Source: an optimization exercise on an open RTL-to-GDS flow (aim: small area, a short achievable clock period and few clock cycles). Production flows keep margins and buffers that such runs may drop. No run shown here included a check of the RTL's function; only the layout flow was run. No activity file was given, so power comes from the tool's default toggle rates.

<file path="design/flow/run.sh">
#!/bin/bash
# synth_recipe.tcl (not shown) runs the flow's synth.tcl, then flattens the netlist and writes it again
# the make line also repeats each setting of config.mk as NAME=value (left out here)
make -C /OpenROAD-flow-scripts/flow DESIGN_CONFIG=/design/flow/config.mk WORK_HOME=/design/flow/orfs CLKGATE_MAP_FILE= SYNTH_SCRIPT=/design/flow/synth_recipe.tcl finish
</file>
<file path="design/flow/config.mk">
export PLATFORM = sky130hd
export DESIGN_NAME = krnl_acc
export DESIGN_NICKNAME = krnl_acc
export VERILOG_FILES = /design/flow/design.v
export SDC_FILE = /design/flow/constraint.sdc
export NUM_CORES = 4
export LEC_CHECK = 0
export CAP_MARGIN = 20
export CORE_MARGIN = 2
export CORE_UTILIZATION = 40
export SETUP_SLACK_MARGIN = 4.5
export SLEW_MARGIN = 20
export SYNTH_HIERARCHICAL = 1
</file>
<file path="design/flow/constraint.sdc">
create_clock -name core_clock -period 9.0 [get_ports {ap_clk}]
set_input_delay 1.8000 -clock core_clock [delete_from_list [all_inputs] [get_ports {ap_clk}]]
set_output_delay 1.8000 -clock core_clock [all_outputs]
set_load 0.01 [all_outputs]
</file>
<file path="design/flow/design.v">
`default_nettype none
package acc_pkg;
  localparam int LANES  = 4;
  localparam int LANE_W = 16;
  localparam int ACC_W  = 32;
  localparam int DATA_W = LANES * LANE_W;
endpackage
`default_nettype wire
`default_nettype none
`timescale 1ns/1ns
module acc_ctrl (
  input  logic        ap_clk,
  input  logic        ap_rst_n,
  input  logic        ap_start,
  input  logic [31:0] cfg,
  input  logic        ifm_valid,
  input  logic        wgt_valid,
  input  logic        ofm_ready,
  output logic        ap_idle,
  output logic        ap_done,
  output logic        take,        
  output logic        adv,         
  output logic        p_first,     
  output logic        ofm_valid
);
  logic        busy;        
  logic        in_act;      
  logic        done_q;
  logic        out_q;       
  logic        o_last;      
  logic        p_v;         
  logic        p_last;      
  logic        p_jlast;     
  logic        fresh;       
  logic        last_in;     
  logic [15:0] ci_q;        
  logic [15:0] pc;          
  logic [15:0] wc;          
  logic start_acc;
  logic word_end;
  logic emit;
  assign start_acc = ap_start && !busy;
  assign emit      = out_q && ofm_ready;
  assign adv       = p_v && (!out_q || ofm_ready);
  assign take      = in_act && ifm_valid && wgt_valid && (!p_v || adv);
  assign word_end  = (pc == 16'd0);
  always_ff @(posedge ap_clk) begin
    if (!ap_rst_n) begin
      busy    <= 1'b0;
      in_act  <= 1'b0;
      done_q  <= 1'b0;
      out_q   <= 1'b0;
      p_v     <= 1'b0;
      fresh   <= 1'b1;
    end else begin
      done_q <= 1'b0;
      if (start_acc) begin
        busy   <= 1'b1;
        in_act <= 1'b1;
        fresh  <= 1'b1;
      end
      if (take) begin
        fresh <= word_end;
        if (word_end && last_in) in_act <= 1'b0;
      end
      if (take) begin
        p_v <= 1'b1;
      end else if (adv) begin
        p_v <= 1'b0;
      end
      if (adv && p_last) begin
        out_q <= 1'b1;
      end else if (emit) begin
        out_q <= 1'b0;
      end
      if (emit && o_last) begin
        busy   <= 1'b0;
        done_q <= 1'b1;
      end
    end
  end
  always_ff @(posedge ap_clk) begin
    if (take) begin
      p_first <= fresh;
      p_last  <= word_end;
      p_jlast <= last_in;
    end
    if (adv && p_last) begin
      o_last <= p_jlast;
    end
  end
  always_ff @(posedge ap_clk) begin
    if (start_acc) begin
      ci_q    <= cfg[31:16];
      pc      <= cfg[31:16] - 16'd1;
      wc      <= cfg[15:0] - 16'd1;
      last_in <= (cfg[15:0] == 16'd1);
    end else if (take) begin
      if (word_end) begin
        pc      <= ci_q - 16'd1;
        wc      <= wc - 16'd1;
        last_in <= (wc == 16'd1);
      end else begin
        pc <= pc - 16'd1;
      end
    end
  end
  assign ap_idle   = !busy;
  assign ap_done   = done_q;
  assign ofm_valid = out_q;
endmodule
`default_nettype wire
`default_nettype none
module mac_lane (
  input  logic [15:0] a,
  input  logic [15:0] b,
  input  logic [31:0] s_in,
  input  logic [31:0] c_in,
  output logic [31:0] s_out,
  output logic [31:0] c_out
);
  logic [255:0] pp;
  logic hs0;
  logic hc0;
  logic fs0;
  logic fc0;
  logic hs1;
  logic hc1;
  logic fs1;
  logic fc1;
  logic fs2;
  logic fc2;
  logic hs2;
  logic hc2;
  logic fs3;
  logic fc3;
  logic fs4;
  logic fc4;
  logic fs5;
  logic fc5;
  logic hs3;
  logic hc3;
  logic fs6;
  logic fc6;
  logic fs7;
  logic fc7;
  logic fs8;
  logic fc8;
  logic fs9;
  logic fc9;
  logic hs4;
  logic hc4;
  logic fs10;
  logic fc10;
  logic fs11;
  logic fc11;
  logic fs12;
  logic fc12;
  logic fs13;
  logic fc13;
  logic hs5;
  logic hc5;
  logic fs14;
  logic fc14;
  logic fs15;
  logic fc15;
  logic fs16;
  logic fc16;
  logic fs17;
  logic fc17;
  logic fs18;
  logic fc18;
  logic fs19;
  logic fc19;
  logic fs20;
  logic fc20;
  logic fs21;
  logic fc21;
  logic fs22;
  logic fc22;
  logic fs23;
  logic fc23;
  logic hs6;
  logic hc6;
  logic fs24;
  logic fc24;
  logic hs7;
  logic hc7;
  logic fs25;
  logic fc25;
  logic fs26;
  logic fc26;
  logic hs8;
  logic hc8;
  logic fs27;
  logic fc27;
  logic fs28;
  logic fc28;
  logic fs29;
  logic fc29;
  logic hs9;
  logic hc9;
  logic fs30;
  logic fc30;
  logic fs31;
  logic fc31;
  logic fs32;
  logic fc32;
  logic fs33;
  logic fc33;
  logic fs34;
  logic fc34;
  logic fs35;
  logic fc35;
  logic fs36;
  logic fc36;
  logic fs37;
  logic fc37;
  logic fs38;
  logic fc38;
  logic fs39;
  logic fc39;
  logic fs40;
  logic fc40;
  logic fs41;
  logic fc41;
  logic fs42;
  logic fc42;
  logic fs43;
  logic fc43;
  logic fs44;
  logic fc44;
  logic fs45;
  logic fc45;
  logic fs46;
  logic fc46;
  logic fs47;
  logic fc47;
  logic fs48;
  logic fc48;
  logic fs49;
  logic fc49;
  logic fs50;
  logic fc50;
  logic fs51;
  logic fc51;
  logic fs52;
  logic fc52;
  logic fs53;
  logic fc53;
  logic fs54;
  logic fc54;
  logic fs55;
  logic fc55;
  logic fs56;
  logic fc56;
  logic fs57;
  logic fc57;
  logic fs58;
  logic fc58;
  logic fs59;
  logic fc59;
  logic fs60;
  logic fc60;
  logic fs61;
  logic fc61;
  logic fs62;
  logic fc62;
  logic fs63;
  logic fc63;
  logic fs64;
  logic fc64;
  logic fs65;
  logic fc65;
  logic fs66;
  logic fc66;
  logic fs67;
  logic fc67;
  logic fs68;
  logic fc68;
  logic fs69;
  logic fc69;
  logic fs70;
  logic fc70;
  logic fs71;
  logic fc71;
  logic fs72;
  logic fc72;
  logic fs73;
  logic fc73;
  logic fs74;
  logic fc74;
  logic fs75;
  logic fc75;
  logic fs76;
  logic fc76;
  logic fs77;
  logic fc77;
  logic fs78;
  logic fc78;
  logic fs79;
  logic fc79;
  logic hs10;
  logic hc10;
  logic fs80;
  logic fc80;
  logic hs11;
  logic hc11;
  logic fs81;
  logic fc81;
  logic fs82;
  logic fc82;
  logic hs12;
  logic hc12;
  logic fs83;
  logic fc83;
  logic fs84;
  logic fc84;
  logic fs85;
  logic fc85;
  logic fs86;
  logic fc86;
  logic fs87;
  logic fc87;
  logic fs88;
  logic fc88;
  logic fs89;
  logic fc89;
  logic fs90;
  logic fc90;
  logic fs91;
  logic fc91;
  logic fs92;
  logic fc92;
  logic fs93;
  logic fc93;
  logic fs94;
  logic fc94;
  logic fs95;
  logic fc95;
  logic fs96;
  logic fc96;
  logic fs97;
  logic fc97;
  logic fs98;
  logic fc98;
  logic fs99;
  logic fc99;
  logic fs100;
  logic fc100;
  logic fs101;
  logic fc101;
  logic fs102;
  logic fc102;
  logic fs103;
  logic fc103;
  logic fs104;
  logic fc104;
  logic fs105;
  logic fc105;
  logic fs106;
  logic fc106;
  logic fs107;
  logic fc107;
  logic fs108;
  logic fc108;
  logic fs109;
  logic fc109;
  logic fs110;
  logic fc110;
  logic fs111;
  logic fc111;
  logic fs112;
  logic fc112;
  logic fs113;
  logic fc113;
  logic fs114;
  logic fc114;
  logic fs115;
  logic fc115;
  logic fs116;
  logic fc116;
  logic fs117;
  logic fc117;
  logic fs118;
  logic fc118;
  logic fs119;
  logic fc119;
  logic fs120;
  logic fc120;
  logic fs121;
  logic fc121;
  logic fs122;
  logic fc122;
  logic fs123;
  logic fc123;
  logic fs124;
  logic fc124;
  logic fs125;
  logic fc125;
  logic fs126;
  logic fc126;
  logic fs127;
  logic fc127;
  logic fs128;
  logic fc128;
  logic fs129;
  logic fc129;
  logic fs130;
  logic fc130;
  logic fs131;
  logic fc131;
  logic fs132;
  logic fc132;
  logic fs133;
  logic fc133;
  logic fs134;
  logic fc134;
  logic fs135;
  logic fc135;
  logic fs136;
  logic fc136;
  logic fs137;
  logic fc137;
  logic fs138;
  logic fc138;
  logic fs139;
  logic fc139;
  logic fs140;
  logic fc140;
  logic fs141;
  logic fc141;
  logic fs142;
  logic fc142;
  logic hs13;
  logic hc13;
  logic fs143;
  logic fc143;
  logic hs14;
  logic hc14;
  logic fs144;
  logic fc144;
  logic fs145;
  logic fc145;
  logic fs146;
  logic fc146;
  logic fs147;
  logic fc147;
  logic fs148;
  logic fc148;
  logic fs149;
  logic fc149;
  logic fs150;
  logic fc150;
  logic fs151;
  logic fc151;
  logic fs152;
  logic fc152;
  logic fs153;
  logic fc153;
  logic fs154;
  logic fc154;
  logic fs155;
  logic fc155;
  logic fs156;
  logic fc156;
  logic fs157;
  logic fc157;
  logic fs158;
  logic fc158;
  logic fs159;
  logic fc159;
  logic fs160;
  logic fc160;
  logic fs161;
  logic fc161;
  logic fs162;
  logic fc162;
  logic fs163;
  logic fc163;
  logic fs164;
  logic fc164;
  logic fs165;
  logic fc165;
  logic fs166;
  logic fc166;
  logic fs167;
  logic fc167;
  logic fs168;
  logic fc168;
  logic fs169;
  logic fc169;
  logic fs170;
  logic fc170;
  logic fs171;
  logic fc171;
  logic fs172;
  logic fc172;
  logic fs173;
  logic fc173;
  logic fs174;
  logic fc174;
  logic fs175;
  logic fc175;
  logic fs176;
  logic fc176;
  logic fs177;
  logic fc177;
  logic fs178;
  logic fc178;
  logic fs179;
  logic fc179;
  logic fs180;
  logic fc180;
  logic fs181;
  logic fc181;
  logic fs182;
  logic fc182;
  logic fs183;
  logic fc183;
  logic fs184;
  logic fc184;
  logic fs185;
  logic fc185;
  logic fs186;
  logic fc186;
  logic fs187;
  logic fc187;
  logic fs188;
  logic fc188;
  logic fs189;
  logic fc189;
  logic fs190;
  logic fc190;
  logic fs191;
  logic fc191;
  logic fs192;
  logic fc192;
  logic fs193;
  logic fc193;
  logic fs194;
  logic fc194;
  logic hs15;
  logic hc15;
  logic fs195;
  logic fc195;
  logic fs196;
  logic fc196;
  logic fs197;
  logic fc197;
  logic fs198;
  logic fc198;
  logic fs199;
  logic fc199;
  logic fs200;
  logic fc200;
  logic fs201;
  logic fc201;
  logic fs202;
  logic fc202;
  logic fs203;
  logic fc203;
  logic fs204;
  logic fc204;
  logic fs205;
  logic fc205;
  logic fs206;
  logic fc206;
  logic fs207;
  logic fc207;
  logic fs208;
  logic fc208;
  logic fs209;
  logic fc209;
  logic fs210;
  logic fc210;
  logic fs211;
  logic fc211;
  logic fs212;
  logic fc212;
  logic fs213;
  logic fc213;
  logic fs214;
  logic fc214;
  logic fs215;
  logic fc215;
  logic fs216;
  logic fc216;
  logic fs217;
  logic fc217;
  logic fs218;
  logic fc218;
  logic fs219;
  logic fc219;
  logic fs220;
  logic fc220;
  logic fs221;
  logic fc221;
  logic fs222;
  logic fc222;
  logic fs223;
  logic fc223;
  logic hs16;
  logic hc16;
  logic fs224;
  logic fc224;
  logic fs225;
  logic fc225;
  logic fs226;
  logic fc226;
  logic fs227;
  logic fc227;
  logic fs228;
  logic fc228;
  logic fs229;
  logic fc229;
  logic fs230;
  logic fc230;
  logic fs231;
  logic fc231;
  logic fs232;
  logic fc232;
  logic fs233;
  logic fc233;
  logic fs234;
  logic fc234;
  logic fs235;
  logic fc235;
  logic fs236;
  logic fc236;
  logic fs237;
  logic fc237;
  logic fs238;
  logic fc238;
  logic fs239;
  logic fc239;
  logic fs240;
  logic fc240;
  logic fs241;
  logic fc241;
  logic fs242;
  logic fc242;
  logic fs243;
  logic fc243;
  logic fs244;
  logic fc244;
  logic fs245;
  logic fc245;
  logic fs246;
  logic fc246;
  logic fs247;
  logic fc247;
  logic fs248;
  logic fc248;
  logic fs249;
  logic fc249;
  logic fs250;
  logic fc250;
  logic fs251;
  logic fc251;
  logic fs252;
  logic fc252;
  logic fs253;
  logic fc253;
  logic fs254;
  always_comb begin
    for (int i = 0; i < 16; i++) begin
      for (int j = 0; j < 16; j++) begin
        pp[i*16+j] = ~(a[i] & b[j]);
      end
    end
  end
  assign hs0 = ~(s_in[11] ^ c_in[11]);
  assign hc0 = s_in[11] | c_in[11];
  mac_fa u_fa0 (.a(s_in[12]), .b(c_in[12]), .c(pp[12]), .s(fs0), .co(fc0));
  assign hs1 = ~(pp[27] ^ pp[42]);
  assign hc1 = pp[27] | pp[42];
  mac_fa u_fa1 (.a(s_in[13]), .b(c_in[13]), .c(pp[13]), .s(fs1), .co(fc1));
  mac_fa u_fa2 (.a(pp[28]), .b(pp[43]), .c(pp[58]), .s(fs2), .co(fc2));
  assign hs2 = ~(pp[73] ^ pp[88]);
  assign hc2 = pp[73] | pp[88];
  mac_fa u_fa3 (.a(s_in[14]), .b(c_in[14]), .c(pp[14]), .s(fs3), .co(fc3));
  mac_fa u_fa4 (.a(pp[29]), .b(pp[44]), .c(pp[59]), .s(fs4), .co(fc4));
  mac_fa u_fa5 (.a(pp[74]), .b(pp[89]), .c(pp[104]), .s(fs5), .co(fc5));
  assign hs3 = ~(pp[119] ^ pp[134]);
  assign hc3 = pp[119] | pp[134];
  mac_fa u_fa6 (.a(s_in[15]), .b(c_in[15]), .c(pp[15]), .s(fs6), .co(fc6));
  mac_fa u_fa7 (.a(pp[30]), .b(pp[45]), .c(pp[60]), .s(fs7), .co(fc7));
  mac_fa u_fa8 (.a(pp[75]), .b(pp[90]), .c(pp[105]), .s(fs8), .co(fc8));
  mac_fa u_fa9 (.a(pp[120]), .b(pp[135]), .c(pp[150]), .s(fs9), .co(fc9));
  assign hs4 = ~(pp[165] ^ pp[180]);
  assign hc4 = pp[165] | pp[180];
  mac_fa u_fa10 (.a(s_in[16]), .b(c_in[16]), .c(pp[31]), .s(fs10), .co(fc10));
  mac_fa u_fa11 (.a(pp[46]), .b(pp[61]), .c(pp[76]), .s(fs11), .co(fc11));
  mac_fa u_fa12 (.a(pp[91]), .b(pp[106]), .c(pp[121]), .s(fs12), .co(fc12));
  mac_fa u_fa13 (.a(pp[136]), .b(pp[151]), .c(pp[166]), .s(fs13), .co(fc13));
  assign hs5 = ~(pp[181] ^ pp[196]);
  assign hc5 = pp[181] | pp[196];
  mac_fa u_fa14 (.a(s_in[17]), .b(c_in[17]), .c(pp[47]), .s(fs14), .co(fc14));
  mac_fa u_fa15 (.a(pp[62]), .b(pp[77]), .c(pp[92]), .s(fs15), .co(fc15));
  mac_fa u_fa16 (.a(pp[107]), .b(pp[122]), .c(pp[137]), .s(fs16), .co(fc16));
  mac_fa u_fa17 (.a(pp[152]), .b(pp[167]), .c(pp[182]), .s(fs17), .co(fc17));
  mac_fa u_fa18 (.a(s_in[18]), .b(c_in[18]), .c(pp[63]), .s(fs18), .co(fc18));
  mac_fa u_fa19 (.a(pp[78]), .b(pp[93]), .c(pp[108]), .s(fs19), .co(fc19));
  mac_fa u_fa20 (.a(pp[123]), .b(pp[138]), .c(pp[153]), .s(fs20), .co(fc20));
  mac_fa u_fa21 (.a(s_in[19]), .b(c_in[19]), .c(pp[79]), .s(fs21), .co(fc21));
  mac_fa u_fa22 (.a(pp[94]), .b(pp[109]), .c(pp[124]), .s(fs22), .co(fc22));
  mac_fa u_fa23 (.a(s_in[20]), .b(c_in[20]), .c(pp[95]), .s(fs23), .co(fc23));
  assign hs6 = ~(s_in[7] ^ c_in[7]);
  assign hc6 = s_in[7] | c_in[7];
  mac_fa u_fa24 (.a(s_in[8]), .b(c_in[8]), .c(pp[8]), .s(fs24), .co(fc24));
  assign hs7 = ~(pp[23] ^ pp[38]);
  assign hc7 = pp[23] | pp[38];
  mac_fa u_fa25 (.a(s_in[9]), .b(c_in[9]), .c(pp[9]), .s(fs25), .co(fc25));
  mac_fa u_fa26 (.a(pp[24]), .b(pp[39]), .c(pp[54]), .s(fs26), .co(fc26));
  assign hs8 = ~(pp[69] ^ pp[84]);
  assign hc8 = pp[69] | pp[84];
  mac_fa u_fa27 (.a(s_in[10]), .b(c_in[10]), .c(pp[10]), .s(fs27), .co(fc27));
  mac_fa u_fa28 (.a(pp[25]), .b(pp[40]), .c(pp[55]), .s(fs28), .co(fc28));
  mac_fa u_fa29 (.a(pp[70]), .b(pp[85]), .c(pp[100]), .s(fs29), .co(fc29));
  assign hs9 = ~(pp[115] ^ pp[130]);
  assign hc9 = pp[115] | pp[130];
  mac_fa u_fa30 (.a(hs0), .b(pp[11]), .c(pp[26]), .s(fs30), .co(fc30));
  mac_fa u_fa31 (.a(pp[41]), .b(pp[56]), .c(pp[71]), .s(fs31), .co(fc31));
  mac_fa u_fa32 (.a(pp[86]), .b(pp[101]), .c(pp[116]), .s(fs32), .co(fc32));
  mac_fa u_fa33 (.a(pp[131]), .b(pp[146]), .c(pp[161]), .s(fs33), .co(fc33));
  mac_fa u_fa34 (.a(hc0), .b(pp[57]), .c(pp[72]), .s(fs34), .co(fc34));
  mac_fa u_fa35 (.a(pp[87]), .b(pp[102]), .c(pp[117]), .s(fs35), .co(fc35));
  mac_fa u_fa36 (.a(pp[132]), .b(pp[147]), .c(pp[162]), .s(fs36), .co(fc36));
  mac_fa u_fa37 (.a(pp[177]), .b(pp[192]), .c(hs1), .s(fs37), .co(fc37));
  mac_fa u_fa38 (.a(pp[103]), .b(pp[118]), .c(pp[133]), .s(fs38), .co(fc38));
  mac_fa u_fa39 (.a(pp[148]), .b(pp[163]), .c(pp[178]), .s(fs39), .co(fc39));
  mac_fa u_fa40 (.a(pp[193]), .b(pp[208]), .c(hc1), .s(fs40), .co(fc40));
  mac_fa u_fa41 (.a(hs2), .b(fc0), .c(fs1), .s(fs41), .co(fc41));
  mac_fa u_fa42 (.a(pp[149]), .b(pp[164]), .c(pp[179]), .s(fs42), .co(fc42));
  mac_fa u_fa43 (.a(pp[194]), .b(pp[209]), .c(pp[224]), .s(fs43), .co(fc43));
  mac_fa u_fa44 (.a(hc2), .b(hs3), .c(fc1), .s(fs44), .co(fc44));
  mac_fa u_fa45 (.a(fc2), .b(fs3), .c(fs4), .s(fs45), .co(fc45));
  mac_fa u_fa46 (.a(pp[195]), .b(pp[210]), .c(pp[225]), .s(fs46), .co(fc46));
  mac_fa u_fa47 (.a(pp[240]), .b(hc3), .c(hs4), .s(fs47), .co(fc47));
  mac_fa u_fa48 (.a(fc3), .b(fc4), .c(fc5), .s(fs48), .co(fc48));
  mac_fa u_fa49 (.a(fs6), .b(fs7), .c(fs8), .s(fs49), .co(fc49));
  mac_fa u_fa50 (.a(pp[211]), .b(pp[226]), .c(pp[241]), .s(fs50), .co(fc50));
  mac_fa u_fa51 (.a(hc4), .b(hs5), .c(fc6), .s(fs51), .co(fc51));
  mac_fa u_fa52 (.a(fc7), .b(fc8), .c(fc9), .s(fs52), .co(fc52));
  mac_fa u_fa53 (.a(fs10), .b(fs11), .c(fs12), .s(fs53), .co(fc53));
  mac_fa u_fa54 (.a(pp[197]), .b(pp[212]), .c(pp[227]), .s(fs54), .co(fc54));
  mac_fa u_fa55 (.a(pp[242]), .b(hc5), .c(fc10), .s(fs55), .co(fc55));
  mac_fa u_fa56 (.a(fc11), .b(fc12), .c(fc13), .s(fs56), .co(fc56));
  mac_fa u_fa57 (.a(fs14), .b(fs15), .c(fs16), .s(fs57), .co(fc57));
  mac_fa u_fa58 (.a(pp[168]), .b(pp[183]), .c(pp[198]), .s(fs58), .co(fc58));
  mac_fa u_fa59 (.a(pp[213]), .b(pp[228]), .c(pp[243]), .s(fs59), .co(fc59));
  mac_fa u_fa60 (.a(fc14), .b(fc15), .c(fc16), .s(fs60), .co(fc60));
  mac_fa u_fa61 (.a(fc17), .b(fs18), .c(fs19), .s(fs61), .co(fc61));
  mac_fa u_fa62 (.a(pp[139]), .b(pp[154]), .c(pp[169]), .s(fs62), .co(fc62));
  mac_fa u_fa63 (.a(pp[184]), .b(pp[199]), .c(pp[214]), .s(fs63), .co(fc63));
  mac_fa u_fa64 (.a(pp[229]), .b(pp[244]), .c(fc18), .s(fs64), .co(fc64));
  mac_fa u_fa65 (.a(fc19), .b(fc20), .c(fs21), .s(fs65), .co(fc65));
  mac_fa u_fa66 (.a(pp[110]), .b(pp[125]), .c(pp[140]), .s(fs66), .co(fc66));
  mac_fa u_fa67 (.a(pp[155]), .b(pp[170]), .c(pp[185]), .s(fs67), .co(fc67));
  mac_fa u_fa68 (.a(pp[200]), .b(pp[215]), .c(pp[230]), .s(fs68), .co(fc68));
  mac_fa u_fa69 (.a(pp[245]), .b(fc21), .c(fc22), .s(fs69), .co(fc69));
  mac_fa u_fa70 (.a(s_in[21]), .b(c_in[21]), .c(pp[111]), .s(fs70), .co(fc70));
  mac_fa u_fa71 (.a(pp[126]), .b(pp[141]), .c(pp[156]), .s(fs71), .co(fc71));
  mac_fa u_fa72 (.a(pp[171]), .b(pp[186]), .c(pp[201]), .s(fs72), .co(fc72));
  mac_fa u_fa73 (.a(pp[216]), .b(pp[231]), .c(pp[246]), .s(fs73), .co(fc73));
  mac_fa u_fa74 (.a(s_in[22]), .b(c_in[22]), .c(pp[127]), .s(fs74), .co(fc74));
  mac_fa u_fa75 (.a(pp[142]), .b(pp[157]), .c(pp[172]), .s(fs75), .co(fc75));
  mac_fa u_fa76 (.a(pp[187]), .b(pp[202]), .c(pp[217]), .s(fs76), .co(fc76));
  mac_fa u_fa77 (.a(s_in[23]), .b(c_in[23]), .c(pp[143]), .s(fs77), .co(fc77));
  mac_fa u_fa78 (.a(pp[158]), .b(pp[173]), .c(pp[188]), .s(fs78), .co(fc78));
  mac_fa u_fa79 (.a(s_in[24]), .b(c_in[24]), .c(pp[159]), .s(fs79), .co(fc79));
  assign hs10 = ~(s_in[4] ^ c_in[4]);
  assign hc10 = s_in[4] | c_in[4];
  mac_fa u_fa80 (.a(s_in[5]), .b(c_in[5]), .c(pp[5]), .s(fs80), .co(fc80));
  assign hs11 = ~(pp[20] ^ pp[35]);
  assign hc11 = pp[20] | pp[35];
  mac_fa u_fa81 (.a(s_in[6]), .b(c_in[6]), .c(pp[6]), .s(fs81), .co(fc81));
  mac_fa u_fa82 (.a(pp[21]), .b(pp[36]), .c(pp[51]), .s(fs82), .co(fc82));
  assign hs12 = ~(pp[66] ^ pp[81]);
  assign hc12 = pp[66] | pp[81];
  mac_fa u_fa83 (.a(hs6), .b(pp[7]), .c(pp[22]), .s(fs83), .co(fc83));
  mac_fa u_fa84 (.a(pp[37]), .b(pp[52]), .c(pp[67]), .s(fs84), .co(fc84));
  mac_fa u_fa85 (.a(pp[82]), .b(pp[97]), .c(pp[112]), .s(fs85), .co(fc85));
  mac_fa u_fa86 (.a(hc6), .b(pp[53]), .c(pp[68]), .s(fs86), .co(fc86));
  mac_fa u_fa87 (.a(pp[83]), .b(pp[98]), .c(pp[113]), .s(fs87), .co(fc87));
  mac_fa u_fa88 (.a(pp[128]), .b(hs7), .c(fs24), .s(fs88), .co(fc88));
  mac_fa u_fa89 (.a(pp[99]), .b(pp[114]), .c(pp[129]), .s(fs89), .co(fc89));
  mac_fa u_fa90 (.a(pp[144]), .b(hc7), .c(hs8), .s(fs90), .co(fc90));
  mac_fa u_fa91 (.a(fc24), .b(fs25), .c(fs26), .s(fs91), .co(fc91));
  mac_fa u_fa92 (.a(pp[145]), .b(pp[160]), .c(hc8), .s(fs92), .co(fc92));
  mac_fa u_fa93 (.a(hs9), .b(fc25), .c(fc26), .s(fs93), .co(fc93));
  mac_fa u_fa94 (.a(fs27), .b(fs28), .c(fs29), .s(fs94), .co(fc94));
  mac_fa u_fa95 (.a(pp[176]), .b(hc9), .c(fc27), .s(fs95), .co(fc95));
  mac_fa u_fa96 (.a(fc28), .b(fc29), .c(fs30), .s(fs96), .co(fc96));
  mac_fa u_fa97 (.a(fs31), .b(fs32), .c(fs33), .s(fs97), .co(fc97));
  mac_fa u_fa98 (.a(fc30), .b(fc31), .c(fc32), .s(fs98), .co(fc98));
  mac_fa u_fa99 (.a(fc33), .b(fs34), .c(fs35), .s(fs99), .co(fc99));
  mac_fa u_fa100 (.a(fs36), .b(fs0), .c(fs37), .s(fs100), .co(fc100));
  mac_fa u_fa101 (.a(fc34), .b(fc35), .c(fc36), .s(fs101), .co(fc101));
  mac_fa u_fa102 (.a(fs38), .b(fs39), .c(fs2), .s(fs102), .co(fc102));
  mac_fa u_fa103 (.a(fs40), .b(fc37), .c(fs41), .s(fs103), .co(fc103));
  mac_fa u_fa104 (.a(fc38), .b(fc39), .c(fs42), .s(fs104), .co(fc104));
  mac_fa u_fa105 (.a(fs43), .b(fs5), .c(fc40), .s(fs105), .co(fc105));
  mac_fa u_fa106 (.a(fc41), .b(fs44), .c(fs45), .s(fs106), .co(fc106));
  mac_fa u_fa107 (.a(fc42), .b(fc43), .c(fs46), .s(fs107), .co(fc107));
  mac_fa u_fa108 (.a(fs9), .b(fs47), .c(fc44), .s(fs108), .co(fc108));
  mac_fa u_fa109 (.a(fc45), .b(fs48), .c(fs49), .s(fs109), .co(fc109));
  mac_fa u_fa110 (.a(fc46), .b(fs50), .c(fs13), .s(fs110), .co(fc110));
  mac_fa u_fa111 (.a(fc47), .b(fc48), .c(fc49), .s(fs111), .co(fc111));
  mac_fa u_fa112 (.a(fs51), .b(fs52), .c(fs53), .s(fs112), .co(fc112));
  mac_fa u_fa113 (.a(fc50), .b(fs54), .c(fs17), .s(fs113), .co(fc113));
  mac_fa u_fa114 (.a(fc51), .b(fc52), .c(fc53), .s(fs114), .co(fc114));
  mac_fa u_fa115 (.a(fs55), .b(fs56), .c(fs57), .s(fs115), .co(fc115));
  mac_fa u_fa116 (.a(fc54), .b(fs58), .c(fs59), .s(fs116), .co(fc116));
  mac_fa u_fa117 (.a(fs20), .b(fc55), .c(fc56), .s(fs117), .co(fc117));
  mac_fa u_fa118 (.a(fc57), .b(fs60), .c(fs61), .s(fs118), .co(fc118));
  mac_fa u_fa119 (.a(fc58), .b(fc59), .c(fs62), .s(fs119), .co(fc119));
  mac_fa u_fa120 (.a(fs63), .b(fs22), .c(fc60), .s(fs120), .co(fc120));
  mac_fa u_fa121 (.a(fc61), .b(fs64), .c(fs65), .s(fs121), .co(fc121));
  mac_fa u_fa122 (.a(fc62), .b(fc63), .c(fs66), .s(fs122), .co(fc122));
  mac_fa u_fa123 (.a(fs67), .b(fs68), .c(fs23), .s(fs123), .co(fc123));
  mac_fa u_fa124 (.a(fc64), .b(fc65), .c(fs69), .s(fs124), .co(fc124));
  mac_fa u_fa125 (.a(fc66), .b(fc67), .c(fc68), .s(fs125), .co(fc125));
  mac_fa u_fa126 (.a(fc23), .b(fs70), .c(fs71), .s(fs126), .co(fc126));
  mac_fa u_fa127 (.a(fs72), .b(fs73), .c(fc69), .s(fs127), .co(fc127));
  mac_fa u_fa128 (.a(pp[232]), .b(pp[247]), .c(fc70), .s(fs128), .co(fc128));
  mac_fa u_fa129 (.a(fc71), .b(fc72), .c(fc73), .s(fs129), .co(fc129));
  mac_fa u_fa130 (.a(fs74), .b(fs75), .c(fs76), .s(fs130), .co(fc130));
  mac_fa u_fa131 (.a(pp[203]), .b(pp[218]), .c(pp[233]), .s(fs131), .co(fc131));
  mac_fa u_fa132 (.a(pp[248]), .b(fc74), .c(fc75), .s(fs132), .co(fc132));
  mac_fa u_fa133 (.a(fc76), .b(fs77), .c(fs78), .s(fs133), .co(fc133));
  mac_fa u_fa134 (.a(pp[174]), .b(pp[189]), .c(pp[204]), .s(fs134), .co(fc134));
  mac_fa u_fa135 (.a(pp[219]), .b(pp[234]), .c(pp[249]), .s(fs135), .co(fc135));
  mac_fa u_fa136 (.a(fc77), .b(fc78), .c(fs79), .s(fs136), .co(fc136));
  mac_fa u_fa137 (.a(s_in[25]), .b(c_in[25]), .c(pp[175]), .s(fs137), .co(fc137));
  mac_fa u_fa138 (.a(pp[190]), .b(pp[205]), .c(pp[220]), .s(fs138), .co(fc138));
  mac_fa u_fa139 (.a(pp[235]), .b(pp[250]), .c(fc79), .s(fs139), .co(fc139));
  mac_fa u_fa140 (.a(s_in[26]), .b(c_in[26]), .c(pp[191]), .s(fs140), .co(fc140));
  mac_fa u_fa141 (.a(pp[206]), .b(pp[221]), .c(pp[236]), .s(fs141), .co(fc141));
  mac_fa u_fa142 (.a(s_in[27]), .b(c_in[27]), .c(pp[207]), .s(fs142), .co(fc142));
  assign hs13 = ~(s_in[2] ^ c_in[2]);
  assign hc13 = s_in[2] | c_in[2];
  mac_fa u_fa143 (.a(s_in[3]), .b(c_in[3]), .c(pp[3]), .s(fs143), .co(fc143));
  assign hs14 = ~(pp[18] ^ pp[33]);
  assign hc14 = pp[18] | pp[33];
  mac_fa u_fa144 (.a(hs10), .b(pp[4]), .c(pp[19]), .s(fs144), .co(fc144));
  mac_fa u_fa145 (.a(pp[34]), .b(pp[49]), .c(pp[64]), .s(fs145), .co(fc145));
  mac_fa u_fa146 (.a(hc10), .b(pp[50]), .c(pp[65]), .s(fs146), .co(fc146));
  mac_fa u_fa147 (.a(pp[80]), .b(hs11), .c(fs80), .s(fs147), .co(fc147));
  mac_fa u_fa148 (.a(pp[96]), .b(hc11), .c(hs12), .s(fs148), .co(fc148));
  mac_fa u_fa149 (.a(fc80), .b(fs81), .c(fs82), .s(fs149), .co(fc149));
  mac_fa u_fa150 (.a(hc12), .b(fc81), .c(fc82), .s(fs150), .co(fc150));
  mac_fa u_fa151 (.a(fs83), .b(fs84), .c(fs85), .s(fs151), .co(fc151));
  mac_fa u_fa152 (.a(fc83), .b(fc84), .c(fc85), .s(fs152), .co(fc152));
  mac_fa u_fa153 (.a(fs86), .b(fs87), .c(fs88), .s(fs153), .co(fc153));
  mac_fa u_fa154 (.a(fc86), .b(fc87), .c(fs89), .s(fs154), .co(fc154));
  mac_fa u_fa155 (.a(fs90), .b(fc88), .c(fs91), .s(fs155), .co(fc155));
  mac_fa u_fa156 (.a(fc89), .b(fs92), .c(fc90), .s(fs156), .co(fc156));
  mac_fa u_fa157 (.a(fc91), .b(fs93), .c(fs94), .s(fs157), .co(fc157));
  mac_fa u_fa158 (.a(fc92), .b(fc93), .c(fc94), .s(fs158), .co(fc158));
  mac_fa u_fa159 (.a(fs95), .b(fs96), .c(fs97), .s(fs159), .co(fc159));
  mac_fa u_fa160 (.a(fc95), .b(fc96), .c(fc97), .s(fs160), .co(fc160));
  mac_fa u_fa161 (.a(fs98), .b(fs99), .c(fs100), .s(fs161), .co(fc161));
  mac_fa u_fa162 (.a(fc98), .b(fc99), .c(fs101), .s(fs162), .co(fc162));
  mac_fa u_fa163 (.a(fs102), .b(fc100), .c(fs103), .s(fs163), .co(fc163));
  mac_fa u_fa164 (.a(fc101), .b(fc102), .c(fs104), .s(fs164), .co(fc164));
  mac_fa u_fa165 (.a(fs105), .b(fc103), .c(fs106), .s(fs165), .co(fc165));
  mac_fa u_fa166 (.a(fc104), .b(fs107), .c(fc105), .s(fs166), .co(fc166));
  mac_fa u_fa167 (.a(fs108), .b(fc106), .c(fs109), .s(fs167), .co(fc167));
  mac_fa u_fa168 (.a(fc107), .b(fs110), .c(fc108), .s(fs168), .co(fc168));
  mac_fa u_fa169 (.a(fc109), .b(fs111), .c(fs112), .s(fs169), .co(fc169));
  mac_fa u_fa170 (.a(fc110), .b(fs113), .c(fc111), .s(fs170), .co(fc170));
  mac_fa u_fa171 (.a(fc112), .b(fs114), .c(fs115), .s(fs171), .co(fc171));
  mac_fa u_fa172 (.a(fc113), .b(fs116), .c(fc114), .s(fs172), .co(fc172));
  mac_fa u_fa173 (.a(fs117), .b(fc115), .c(fs118), .s(fs173), .co(fc173));
  mac_fa u_fa174 (.a(fc116), .b(fs119), .c(fc117), .s(fs174), .co(fc174));
  mac_fa u_fa175 (.a(fs120), .b(fc118), .c(fs121), .s(fs175), .co(fc175));
  mac_fa u_fa176 (.a(fc119), .b(fs122), .c(fs123), .s(fs176), .co(fc176));
  mac_fa u_fa177 (.a(fc120), .b(fc121), .c(fs124), .s(fs177), .co(fc177));
  mac_fa u_fa178 (.a(fc122), .b(fc123), .c(fs125), .s(fs178), .co(fc178));
  mac_fa u_fa179 (.a(fs126), .b(fc124), .c(fs127), .s(fs179), .co(fc179));
  mac_fa u_fa180 (.a(fc125), .b(fc126), .c(fs128), .s(fs180), .co(fc180));
  mac_fa u_fa181 (.a(fs129), .b(fs130), .c(fc127), .s(fs181), .co(fc181));
  mac_fa u_fa182 (.a(fs131), .b(fc128), .c(fc129), .s(fs182), .co(fc182));
  mac_fa u_fa183 (.a(fc130), .b(fs132), .c(fs133), .s(fs183), .co(fc183));
  mac_fa u_fa184 (.a(fc131), .b(fs134), .c(fs135), .s(fs184), .co(fc184));
  mac_fa u_fa185 (.a(fc132), .b(fc133), .c(fs136), .s(fs185), .co(fc185));
  mac_fa u_fa186 (.a(fc134), .b(fc135), .c(fs137), .s(fs186), .co(fc186));
  mac_fa u_fa187 (.a(fs138), .b(fc136), .c(fs139), .s(fs187), .co(fc187));
  mac_fa u_fa188 (.a(pp[251]), .b(fc137), .c(fc138), .s(fs188), .co(fc188));
  mac_fa u_fa189 (.a(fs140), .b(fs141), .c(fc139), .s(fs189), .co(fc189));
  mac_fa u_fa190 (.a(pp[222]), .b(pp[237]), .c(pp[252]), .s(fs190), .co(fc190));
  mac_fa u_fa191 (.a(fc140), .b(fc141), .c(fs142), .s(fs191), .co(fc191));
  mac_fa u_fa192 (.a(s_in[28]), .b(c_in[28]), .c(pp[223]), .s(fs192), .co(fc192));
  mac_fa u_fa193 (.a(pp[238]), .b(pp[253]), .c(fc142), .s(fs193), .co(fc193));
  mac_fa u_fa194 (.a(s_in[29]), .b(c_in[29]), .c(pp[239]), .s(fs194), .co(fc194));
  assign hs15 = ~(s_in[1] ^ c_in[1]);
  assign hc15 = s_in[1] | c_in[1];
  mac_fa u_fa195 (.a(hs13), .b(pp[2]), .c(pp[17]), .s(fs195), .co(fc195));
  mac_fa u_fa196 (.a(hc13), .b(pp[48]), .c(hs14), .s(fs196), .co(fc196));
  mac_fa u_fa197 (.a(hc14), .b(fc143), .c(fs144), .s(fs197), .co(fc197));
  mac_fa u_fa198 (.a(fc144), .b(fc145), .c(fs146), .s(fs198), .co(fc198));
  mac_fa u_fa199 (.a(fc146), .b(fs148), .c(fc147), .s(fs199), .co(fc199));
  mac_fa u_fa200 (.a(fc148), .b(fc149), .c(fs150), .s(fs200), .co(fc200));
  mac_fa u_fa201 (.a(fc150), .b(fc151), .c(fs152), .s(fs201), .co(fc201));
  mac_fa u_fa202 (.a(fc152), .b(fs154), .c(fc153), .s(fs202), .co(fc202));
  mac_fa u_fa203 (.a(fc154), .b(fs156), .c(fc155), .s(fs203), .co(fc203));
  mac_fa u_fa204 (.a(fc156), .b(fc157), .c(fs158), .s(fs204), .co(fc204));
  mac_fa u_fa205 (.a(fc158), .b(fc159), .c(fs160), .s(fs205), .co(fc205));
  mac_fa u_fa206 (.a(fc160), .b(fs162), .c(fc161), .s(fs206), .co(fc206));
  mac_fa u_fa207 (.a(fc162), .b(fs164), .c(fc163), .s(fs207), .co(fc207));
  mac_fa u_fa208 (.a(fc164), .b(fs166), .c(fc165), .s(fs208), .co(fc208));
  mac_fa u_fa209 (.a(fc166), .b(fs168), .c(fc167), .s(fs209), .co(fc209));
  mac_fa u_fa210 (.a(fc168), .b(fs170), .c(fc169), .s(fs210), .co(fc210));
  mac_fa u_fa211 (.a(fc170), .b(fs172), .c(fc171), .s(fs211), .co(fc211));
  mac_fa u_fa212 (.a(fc172), .b(fs174), .c(fc173), .s(fs212), .co(fc212));
  mac_fa u_fa213 (.a(fs176), .b(fc174), .c(fc175), .s(fs213), .co(fc213));
  mac_fa u_fa214 (.a(fc176), .b(fs178), .c(fc177), .s(fs214), .co(fc214));
  mac_fa u_fa215 (.a(fc178), .b(fs180), .c(fc179), .s(fs215), .co(fc215));
  mac_fa u_fa216 (.a(fc180), .b(fs182), .c(fs183), .s(fs216), .co(fc216));
  mac_fa u_fa217 (.a(fs184), .b(fc182), .c(fc183), .s(fs217), .co(fc217));
  mac_fa u_fa218 (.a(fc184), .b(fs186), .c(fc185), .s(fs218), .co(fc218));
  mac_fa u_fa219 (.a(fc186), .b(fs188), .c(fc187), .s(fs219), .co(fc219));
  mac_fa u_fa220 (.a(fs190), .b(fc188), .c(fs191), .s(fs220), .co(fc220));
  mac_fa u_fa221 (.a(fc190), .b(fs192), .c(fc191), .s(fs221), .co(fc221));
  mac_fa u_fa222 (.a(pp[254]), .b(fc192), .c(fs194), .s(fs222), .co(fc222));
  mac_fa u_fa223 (.a(s_in[30]), .b(c_in[30]), .c(pp[255]), .s(fs223), .co(fc223));
  assign hs16 = ~(s_in[0] ^ c_in[0]);
  assign hc16 = s_in[0] | c_in[0];
  mac_fa u_fa224 (.a(hs15), .b(pp[1]), .c(pp[16]), .s(fs224), .co(fc224));
  mac_fa u_fa225 (.a(hc15), .b(pp[32]), .c(fs195), .s(fs225), .co(fc225));
  mac_fa u_fa226 (.a(fc195), .b(fs143), .c(fs196), .s(fs226), .co(fc226));
  mac_fa u_fa227 (.a(fs145), .b(fc196), .c(fs197), .s(fs227), .co(fc227));
  mac_fa u_fa228 (.a(fc197), .b(fs198), .c(fs147), .s(fs228), .co(fc228));
  mac_fa u_fa229 (.a(fc198), .b(fs149), .c(fs199), .s(fs229), .co(fc229));
  mac_fa u_fa230 (.a(fs151), .b(fc199), .c(fs200), .s(fs230), .co(fc230));
  mac_fa u_fa231 (.a(fc200), .b(fs201), .c(fs153), .s(fs231), .co(fc231));
  mac_fa u_fa232 (.a(fc201), .b(fs155), .c(fs202), .s(fs232), .co(fc232));
  mac_fa u_fa233 (.a(fs157), .b(fc202), .c(fs203), .s(fs233), .co(fc233));
  mac_fa u_fa234 (.a(fs159), .b(fc203), .c(fs204), .s(fs234), .co(fc234));
  mac_fa u_fa235 (.a(fs161), .b(fc204), .c(fs205), .s(fs235), .co(fc235));
  mac_fa u_fa236 (.a(fc205), .b(fs163), .c(fs206), .s(fs236), .co(fc236));
  mac_fa u_fa237 (.a(fs165), .b(fc206), .c(fs207), .s(fs237), .co(fc237));
  mac_fa u_fa238 (.a(fs167), .b(fc207), .c(fs208), .s(fs238), .co(fc238));
  mac_fa u_fa239 (.a(fs169), .b(fc208), .c(fs209), .s(fs239), .co(fc239));
  mac_fa u_fa240 (.a(fs171), .b(fc209), .c(fs210), .s(fs240), .co(fc240));
  mac_fa u_fa241 (.a(fs173), .b(fc210), .c(fs211), .s(fs241), .co(fc241));
  mac_fa u_fa242 (.a(fs175), .b(fc211), .c(fs212), .s(fs242), .co(fc242));
  mac_fa u_fa243 (.a(fs177), .b(fc212), .c(fs213), .s(fs243), .co(fc243));
  mac_fa u_fa244 (.a(fs179), .b(fc213), .c(fs214), .s(fs244), .co(fc244));
  mac_fa u_fa245 (.a(fs181), .b(fs215), .c(fc214), .s(fs245), .co(fc245));
  mac_fa u_fa246 (.a(fc181), .b(fs216), .c(fc215), .s(fs246), .co(fc246));
  mac_fa u_fa247 (.a(fs185), .b(fc216), .c(fs217), .s(fs247), .co(fc247));
  mac_fa u_fa248 (.a(fs187), .b(fc217), .c(fs218), .s(fs248), .co(fc248));
  mac_fa u_fa249 (.a(fs189), .b(fc218), .c(fs219), .s(fs249), .co(fc249));
  mac_fa u_fa250 (.a(fc189), .b(fs220), .c(fc219), .s(fs250), .co(fc250));
  mac_fa u_fa251 (.a(fs193), .b(fc220), .c(fs221), .s(fs251), .co(fc251));
  mac_fa u_fa252 (.a(fc193), .b(fs222), .c(fc221), .s(fs252), .co(fc252));
  mac_fa u_fa253 (.a(fc194), .b(fs223), .c(fc222), .s(fs253), .co(fc253));
  assign fs254 = s_in[31] ^ c_in[31] ^ fc223;
  assign s_out[0] = hs16;
  assign c_out[0] = pp[0];
  assign s_out[1] = hc16;
  assign c_out[1] = fs224;
  assign s_out[2] = fc224;
  assign c_out[2] = fs225;
  assign s_out[3] = fc225;
  assign c_out[3] = fs226;
  assign s_out[4] = fc226;
  assign c_out[4] = fs227;
  assign s_out[5] = fc227;
  assign c_out[5] = fs228;
  assign s_out[6] = fc228;
  assign c_out[6] = fs229;
  assign s_out[7] = fc229;
  assign c_out[7] = fs230;
  assign s_out[8] = fc230;
  assign c_out[8] = fs231;
  assign s_out[9] = fc231;
  assign c_out[9] = fs232;
  assign s_out[10] = fc232;
  assign c_out[10] = fs233;
  assign s_out[11] = fc233;
  assign c_out[11] = fs234;
  assign s_out[12] = fc234;
  assign c_out[12] = fs235;
  assign s_out[13] = fc235;
  assign c_out[13] = fs236;
  assign s_out[14] = fc236;
  assign c_out[14] = fs237;
  assign s_out[15] = fc237;
  assign c_out[15] = fs238;
  assign s_out[16] = fc238;
  assign c_out[16] = fs239;
  assign s_out[17] = fc239;
  assign c_out[17] = fs240;
  assign s_out[18] = fc240;
  assign c_out[18] = fs241;
  assign s_out[19] = fc241;
  assign c_out[19] = fs242;
  assign s_out[20] = fc242;
  assign c_out[20] = fs243;
  assign s_out[21] = fc243;
  assign c_out[21] = fs244;
  assign s_out[22] = fc244;
  assign c_out[22] = fs245;
  assign s_out[23] = fc245;
  assign c_out[23] = fs246;
  assign s_out[24] = fc246;
  assign c_out[24] = fs247;
  assign s_out[25] = fc247;
  assign c_out[25] = fs248;
  assign s_out[26] = fc248;
  assign c_out[26] = fs249;
  assign s_out[27] = fc249;
  assign c_out[27] = fs250;
  assign s_out[28] = fc250;
  assign c_out[28] = fs251;
  assign s_out[29] = fc251;
  assign c_out[29] = fs252;
  assign s_out[30] = fc252;
  assign c_out[30] = fs253;
  assign s_out[31] = fc253;
  assign c_out[31] = fs254;
endmodule
module mac_fa (
  input  logic a,
  input  logic b,
  input  logic c,
  output logic s,
  output logic co
);
  assign s  = a ^ b ^ c;
  assign co = (a & b) | (a & c) | (b & c);
endmodule
`default_nettype wire
`default_nettype none
`timescale 1ns/1ns
module mac_engine (
  input  logic          ap_clk,
  input  logic          take,
  input  logic          adv,
  input  logic          p_first,
  input  logic [63:0]   ifm_data,
  input  logic [63:0]   wgt_data,
  output logic [127:0]  ofm_data
);
  logic [63:0]      a_q;     
  logic [63:0]      b_q;
  logic [3:0][31:0] s_q;
  logic [3:0][31:0] c_q;
  logic [3:0][31:0] s_in;
  logic [3:0][31:0] c_in;
  logic [3:0][31:0] s_nx;
  logic [3:0][31:0] c_nx;
  logic [3:0][31:0] sum;
  always_ff @(posedge ap_clk) begin
    if (take) begin
      for (int i = 0; i < 8; i++) begin
        a_q[i*8 +: 8] <= ifm_data[(7-i)*8 +: 8];
        b_q[i*8 +: 8] <= wgt_data[(7-i)*8 +: 8];
      end
    end
  end
  for (genvar l = 0; l < 4; l++) begin : g_lane
    assign s_in[l] = s_q[l] | {32{p_first}};
    assign c_in[l] = c_q[l] | {32{p_first}};
    mac_lane i_mac_lane (
      .a     (a_q[l*16 +: 16]),
      .b     (b_q[l*16 +: 16]),
      .s_in  (s_in[l]),
      .c_in  (c_in[l]),
      .s_out (s_nx[l]),
      .c_out (c_nx[l])
    );
    assign sum[l] = ~(s_q[l] + c_q[l] + 32'd1);
  end
  always_ff @(posedge ap_clk) begin
    if (adv) begin
      s_q <= s_nx;
      c_q <= c_nx;
    end
  end
  always_comb begin
    for (int l = 0; l < 4; l++) begin
      for (int i = 0; i < 4; i++) begin
        ofm_data[l*32 + i*8 +: 8] = sum[l][(3-i)*8 +: 8];
      end
    end
  end
endmodule
`default_nettype wire
`default_nettype none
`timescale 1ns/1ns
module krnl_acc (
  input  logic               ap_clk,
  input  logic               ap_rst_n,
  input  logic               ap_start,
  input  logic [31:0]        cfg,
  output logic               ap_idle,
  output logic               ap_done,
  input  logic               ifm_valid,
  output logic               ifm_ready,
  input  logic [63:0]        ifm_data,
  input  logic               wgt_valid,
  output logic               wgt_ready,
  input  logic [63:0]        wgt_data,
  output logic               ofm_valid,
  input  logic               ofm_ready,
  output logic [127:0]       ofm_data
);
  logic take;
  logic adv;
  logic p_first;
  acc_ctrl i_acc_ctrl (
    .ap_clk    (ap_clk),
    .ap_rst_n  (ap_rst_n),
    .ap_start  (ap_start),
    .cfg       (cfg),
    .ifm_valid (ifm_valid),
    .wgt_valid (wgt_valid),
    .ofm_ready (ofm_ready),
    .ap_idle   (ap_idle),
    .ap_done   (ap_done),
    .take      (take),
    .adv       (adv),
    .p_first   (p_first),
    .ofm_valid (ofm_valid)
  );
  mac_engine i_mac_engine (
    .ap_clk   (ap_clk),
    .take     (take),
    .adv      (adv),
    .p_first  (p_first),
    .ifm_data (ifm_data),
    .wgt_data (wgt_data),
    .ofm_data (ofm_data)
  );
  assign ifm_ready = take;
  assign wgt_ready = take;
endmodule
`default_nettype wire
</file>
==> results.tsv, run 1 <==
metric	value	unit
VDD IR max	0.000168	V
effective utilization at floorplan	0.402	
Die Ht	367	um
DR DRC count	0	
RSZ-0062 raised after global routing	true	
WP data arrival	3.80	ns
most frequent cells in the layout	nand2_1 (1,043), fa_1 (1,016), edfxtp_1 (437)	
fin crit period	5.60	ns
clock group share of total power	0.349	
Placeable Area	0.131	mm2
crit share post-route	0.622	
antenna violations before repair	15	
Pre-antenna DRT Iters	5	
Clock Latency Late Sink	0.70	ns
final setup TNS	0	ns
Sequential Power Share	0.352	
Max-Cap Viols	0	
worst path cell trace	inv_2, ha_4, inv_2, fa_2, a21oi_4, o21ai_4, a211oi_4, nor3_4, nor4_4, buf_4, a31oi_4, a221oi_2, xor2_2, buf_2	
fillers	11900	
CP max stage cell	edfxtp_1	
Worst Hold Class	register to register	
row count	133	
Async SR Flop Fraction	0	
Pins Over Slew Limit	0	
CP Launch Type	register	
Max clock buf depth	3	
DP Wirelength	104	mm
num ports	299	
largest net degree at the start of global routing	181	
Syn Nets	6075	
endpoints failing setup	0	
sequential area share after synthesis	0.251	
vias post-DR	35200	
final instance area	0.0610	mm2
Hold Buf Count CTS	0	
cell count of the worst reg-to-reg path	7	
H-tree depth	2	
GPL Wtd Cong	0.908	
Overall Global Routing Usage	0.220	
Inserted Clock Buffers	58	
grt ovf	0	
synthesized area	0.0527	mm2
worst relative slew slack	0.292	
Tot Pwr	7.34	mW
Syn-to-layout area delta	15.7	%
register bit total from synthesis	443	
Die W	367	um
Static Leak	21.2	nW
Post-Route WL	149	mm
Sink Count	443	
Worst-path clk slew	0.06	ns
vias in the first global route	38100	
Least-Margin Pin Slew	1.06	ns
Power Dens Cells	120	mW/mm2
Final Util	0.465	
CTS tree	built	
distinct cell type count after synthesis	87	
status	no timing/DRC/antenna violations	
area share of the largest cell type after synthesis	0.387	
routed vias/inst	5.35	
Yosys warnings	9	
largest cells by area after synthesis	fa_1 (39%), edfxtp_1 (25%), nand2_1 (7.6%), buf_4 (5.0%), ha_1 (4.8%)	
worst hold path depth	0	
first-pass GRT wire length	229	mm
ys flop type	edfxtp_1	
wire per inst	22.7	um
Syn Inst Count	4688	
nets	6153	
Crit Path Class	register to output port	
area of the die	0.135	mm2
Logic pwr share	0.298	
Avg Inst Size Synth	11.2	um2
internal power	5.04	mW
EDFF count, synth	437	
clock skew	0.0562	ns
proportion of layout cells with a drive suffix above 1	0.221	
upper clock frequency limit	179	MHz
DR iter-0 viols	2833	
Worst Setup End Kind	output port	
Fin. Hold Viols	0	
root buffer cell	clkbuf_16	
Synth area leader	fa_1	
NetSw	2.30	mW
antenna viol nets, final	0	
Critical Path Max Stage Delay	0.39	ns
switching portion of total power	0.314	
Most common cell on crit path	inv_2	
commonest non-fill, non-tap cell in the layout	nand2_1	
Crit Path Max Fanout	2	
DP Area	0.0547	mm2
worst endpoint required time	7.20	ns
Port Buf Inserts	298	
==> modules after synthesis, one instance, submodules excluded <==
module / area, um2 / flip-flops and latches
mac_lane: 2240 / 0
mac_fa: 20.0 / 0
krnl_acc: 7.51 / 0
mac_engine: 20100 / 384
acc_ctrl: 3330 / 59
==> final timing paths <==
kind / from / slack, ns / endpoint
worst max-delay path: i_mac_engine.c_q[64] / 3.40 / ofm_data[70]
worst min-delay path: i_acc_ctrl.p_jlast / 0.43 / i_acc_ctrl.o_last
worst max register to register: i_mac_engine.a_q[54] / 4.58 / i_mac_engine.c_q[114]
worst min register to register: i_acc_ctrl.p_jlast / 0.43 / i_acc_ctrl.o_last
==> critical path, delay by kind of cell (launching register included) <==
family	cells	cell delay (ns)
buf+inv	4	0.51
xor+xnor	1	0.33
fa+ha+maj	2	0.49
simple gates	2	0.33
flops	1	0.39
compound gates	5	1.09
==> metal layers <==
metal	wire length [um]	vias to the layer above	GRT usage
li1	-	15100	-
met2	68800	1382	0.345
met4	3330	18	0.0527
met5	100	-	0
met3	12800	228	0.0562
met1	63900	18500	0.307
==> logic make-up after synthesis <==
| group | count (synthesis) | share of synthesized area |
|---|---|---|
| compound gates | 437 | 0.0561 |
| xor+xnor | 151 | 0.0262 |
| fa+ha+maj | 1221 | 0.435 |
| buf+inv | 740 | 0.0839 |
| flops | 443 | 0.251 |
| mux | 8 | 0.00154 |
| simple gates | 1688 | 0.146 |
==> repair_timing <==
item	4_1_cts	5_1_grt
pin swaps	167	149
gates cloned	1	1
endpoints found under the setup margin	126	155
resized for setup	848	252
buffers inserted	111	72
==> power by group through the flow <==
stage	Combinational [mW]	Sequential, mW	Clock [mW]
global route	2.44	2.59	2.71
detailed placement	2.01	2.62	0
global placement	1.97	2.62	0
floorplan	1.97	2.56	0
finish	2.19	2.59	2.56
CTS	2.12	2.58	2.64
==> Yosys cell counts (all sizes together) (6+ instances only) <==
cell,n
nand2,1062
fa,1020
edfxtp,437
buf,397
or2,259
inv,237
ha,201
a21oi,128
clkbuf,105
and2,97
o21ai,96
xnor2,81
nor2,76
xor2,66
a21o,57
nand3,36
nor3,33
nor2b,23
nand4,21
nand2b,20
a31oi,18
o21bai,18
and3,15
nor4,15
a211oi,12
o21a,12
o31ai,11
a221oi,8
a41oi,8
o311ai,8
or3,8
a221o,7
mux2i,7
dfxtp,6
==> registers in the layout (all words and copies together) (netlist names), 16 cells and up <==
register and flops:
i_acc_ctrl.wc 16, i_mac_engine.s_q 128, i_mac_engine.b_q 64, i_acc_ctrl.ci_q 16
i_acc_ctrl.pc 16, i_mac_engine.a_q 64, i_mac_engine.c_q 128
==> layout make-up <==
type	instances	area, um2	area share
multi-input combinational	3505	37900	0.622
timing repair buffer	519	4620	0.0758
sequential	443	13200	0.217
tap	1755	2200	0.0360
timing repair inverter	1	5.00	0.0000821
inverter	238	897	0.0147
antenna	4	10.0	0.000164
clock buffer	66	1500	0.0246
clock inverter	44	566	0.00927
==> stage by stage <==
stage	cells	setup slack, ns	hold WS (ns)
6_report	6575	3.40	0.425
5_1_grt	6571	3.18	0.453
4_1_cts	6498	3.34	0.430
3_5_place_dp	6276	2.84	0.415
3_3_place_gp	6276	2.84	0.406
2_1_floorplan	4688	2.74	0.400
==> run 2, diff against run 1 <==
--- a/design/flow/config.mk
+++ b/design/flow/config.mk
@@ -6,7 +6,8 @@
 export NUM_CORES = 4
 export LEC_CHECK = 0
+export ABC_CLOCK_PERIOD_IN_PS = 4300
 export CAP_MARGIN = 20
 export CORE_MARGIN = 2
-export CORE_UTILIZATION = 40
+export CORE_UTILIZATION = 60
 export SETUP_SLACK_MARGIN = 4.5
 export SLEW_MARGIN = 20
==> results.tsv, run 2 <==
metric	value	unit	change
status	no timing/DRC/antenna violations		unchanged
Die Ht	300	um	was 367 um
clock skew	0.0236	ns	was 0.0562 ns
root buffer cell	clkbuf_16		unchanged
Worst Hold Class	register to register		unchanged
Post-Route WL	148	mm	was 149 mm
register bit total from synthesis	443		unchanged
worst relative slew slack	0.318		was 0.292
wire per inst	24.7	um	was 22.7 um
grt ovf	0		unchanged
Placeable Area	0.0869	mm2	was 0.131 mm2
Overall Global Routing Usage	0.332		was 0.220
Sink Count	443		unchanged
EDFF count, synth	437		unchanged
Worst-path clk slew	0.06	ns	about the same
final setup TNS	0	ns	unchanged
sequential area share after synthesis	0.251		unchanged
Yosys warnings	9		unchanged
Clock Latency Late Sink	0.65	ns	was 0.70 ns
final instance area	0.0600	mm2	was 0.0610 mm2
RSZ-0062 raised after global routing	true		unchanged
vias post-DR	35800		was 35,200
Pre-antenna DRT Iters	5		unchanged
distinct cell type count after synthesis	87		unchanged
Avg Inst Size Synth	11.2	um2	unchanged
Syn Inst Count	4688		unchanged
Fin. Hold Viols	0		unchanged
Synth area leader	fa_1		unchanged
Inserted Clock Buffers	57		was 58
GPL Wtd Cong	0.915		was 0.908
antenna viol nets, final	0		unchanged
biggest regs	i_mac_engine.c_q: 128 flops, i_mac_engine.s_q: 128 flops		unchanged
nets	6180		was 6,153
endpoints failing setup	0		unchanged
DP Area	0.0540	mm2	was 0.0547 mm2
worst endpoint required time	7.20	ns	about the same
effective utilization at floorplan	0.607		was 0.402
vias in the first global route	38700		was 38,100
CP Launch Type	register		unchanged
post-place setup slack	3.40	ns	was 2.84 ns
commonest non-fill, non-tap cell in the layout	nand2_1		unchanged
Worst Setup End Kind	output port		unchanged
row count	108		was 133
CTS tree	built		unchanged
crit share post-route	0.606		was 0.622
DR iter-0 viols	3301		was 2,833
Die W	300	um	was 367 um
synthesized area	0.0527	mm2	unchanged
Commonest cells post-synth	nand2_1 (1,062), fa_1 (1,020), edfxtp_1 (437), buf_4 (354), or2_2 (259)		unchanged
most frequent cells in the layout	nand2_1 (1,052), fa_1 (1,016), edfxtp_1 (437)		was nand2_1 (1,043), fa_1 (1,016), edfxtp_1 (437)
largest cells by area after synthesis	fa_1 (39%), edfxtp_1 (25%), nand2_1 (7.6%), buf_4 (5.0%), ha_1 (4.8%)		unchanged
placed insts	5680		was 6,276
largest net degree at the start of global routing	148		was 181
most numerous cell in the Yosys netlist	nand2_1		unchanged
upper clock frequency limit	183	MHz	was 179 MHz
Max-Cap Viols	0		unchanged
num ports	299		unchanged
Max clock buf depth	3		unchanged
Async SR Flop Fraction	0		unchanged
Post-Layout Cell Count	5994		was 6,575
Crit Path Max Fanout	5		was 2
Pins Over Slew Limit	0		unchanged
fin worst setup slack	3.55	ns	was 3.40 ns
proportion of layout cells with a drive suffix above 1	0.216		was 0.221
H-tree depth	2		unchanged
Port Buf Inserts	298		unchanged
Crit Path Class	register to output port		unchanged
Tot Pwr	7.08	mW	was 7.34 mW
DR DRC count	0		unchanged
Syn Nets	6075		unchanged
area of the die	0.0903	mm2	was 0.135 mm2
Static Leak	21.1	nW	was 21.2 nW
fin crit period	5.45	ns	was 5.60 ns
area share of the largest cell type after synthesis	0.387		unchanged
antenna violations before repair	7		was 15
VDD IR max	0.000147	V	was 0.000168 V
DP Wirelength	102	mm	was 104 mm
Syn-to-layout area delta	13.8	%	was 15.7%
WP data arrival	3.65	ns	was 3.80 ns
routed vias/inst	5.97		was 5.35
Least-Margin Pin Slew	1.02	ns	was 1.06 ns
Power Dens Cells	118	mW/mm2	was 120 mW/mm2
first-pass GRT wire length	227	mm	was 229 mm
ys flop type	edfxtp_1		unchanged
run 2: worst max-delay path, stage by stage (launching register included):
cell and delay, ns:
edfxtp_1 0.42, ha_1 0.46, o2111ai_2 0.19, a31o_2 0.31, buf_6 0.12, a211o_1 0.30, a21oi_4 0.24, buf_6 0.13
o31a_1 0.19, buf_6 0.14, nor4_4 0.03, a311oi_2 0.27, buf_2 0.20
run 2: layout make-up:
cell class              instances  area [um2]
diodes                          1        2.50
clock buffers                  68        1510
clock inverters                36         344
fillers                      6425       26900
inverters                     238         902
multi-input cells            3505       37700
flip-flops and latches        443       13200
well taps                    1155        1450
repair buffers                548        4840
run 2: worst paths after layout:
kind | end | slack [ns] | depth (start not counted) | from
setup / recovery | ofm_data[73] | 3.55 | 12 | i_mac_engine.c_q[68]
hold / removal | i_acc_ctrl.o_last | 0.43 | 0 | i_acc_ctrl.p_jlast
setup reg to reg | i_mac_engine.c_q[48] | 4.59 | 9 | i_acc_ctrl.p_first
hold reg to reg | i_acc_ctrl.o_last | 0.43 | 0 | i_acc_ctrl.p_jlast
run 2: where the power goes:
group | switching [mW] | leakage [nW] | internal [mW]
logic | 1.13 | 16.2 | 1.03
clock network | 0.973 | 0.892 | 1.36
registers | 0.102 | 3.97 | 2.49
run 2: logic make-up after synthesis:
group           Yosys count  synth area share
flops                   443             0.251
xor+xnor                151            0.0262
compound gates          437            0.0561
simple gates           1688             0.146
fa+ha+maj              1221             0.435
mux                       8           0.00154
buf+inv                 740            0.0839
run 2: per-layer routing:
| layer | GRT usage | part of all wire | up-vias | wire [um] |
|---|---|---|---|---|
| met4 | 0.104 | 0.035 | 6 | 5160 |
| met2 | 0.533 | 0.48 | 1668 | 71400 |
| met3 | 0.0662 | 0.088 | 300 | 13100 |
| met1 | 0.460 | 0.39 | 18700 | 58500 |
| met5 | 0 | 0.00031 | - | 46 |
| li1 | - | - | 15100 | - |
run 2: stage by stage:
step | util | hold slack, ns
6_report | 0.691 | 0.430
5_1_grt | 0.691 | 0.439
4_1_cts | 0.672 | 0.430
3_5_place_dp | 0.621 | 0.413
3_3_place_gp | 0.621 | 0.429
2_1_floorplan | - | 0.400
run 2: timing repair:
| action | CTS | global route |
|---|---|---|
| pin swaps | 183 | 152 |
| setup endpoints to repair | 176 | 128 |
| setup buffers | 120 | 85 |
| gates cloned | 1 | 3 |
| hold buffers | 0 | 0 |
| resized for setup | 845 | 184 |
run 2: per-module statistics from Yosys (local to each module, per instance):
| module | flip-flops and latches | times used | cells | area, um2 |
|---|---|---|---|---|
| mac_engine | 384 | 1 | 1640 | 20100 |
| acc_ctrl | 59 | 1 | 319 | 3330 |
| mac_lane | 0 | 4 | 428 | 2240 |
| mac_fa | 0 | 1016 | 1 | 20.0 |
| krnl_acc | 0 | 1 | 1 | 7.51 |

re-timing with driven ports:
The results above use ideal ports. As a check the final layouts listed here were re-extracted and re-timed, cells and wires unchanged.
Step 1 (the two cells are an assumption about what drives the block):
set clk [get_ports {ap_clk}]
set_driving_cell -lib_cell sky130_fd_sc_hd__clkbuf_16 $clk
set_driving_cell -lib_cell sky130_fd_sc_hd__buf_2 [delete_from_list [all_inputs] $clk]
Step 2 adds t to the input delays and takes it off the output delays; t is the mean of the earliest and latest rising clock arrival at the registers after step 1. Input paths then give back, and output paths get back, about the clock's delay inside the block.
Three values: no drivers, after step 1, after step 2; two values: the first two.
| run | shift t [ns] | setup WS [ns] | worst setup path at the end |
|---|---|---|---|
| run 1 | 0.750 | 3.402 / 3.321 / 4.070 | input to register |
| run 2 | 0.717 | 3.547 / 3.470 / 4.032 | input to register |
After both steps every run listed still meets setup and hold.
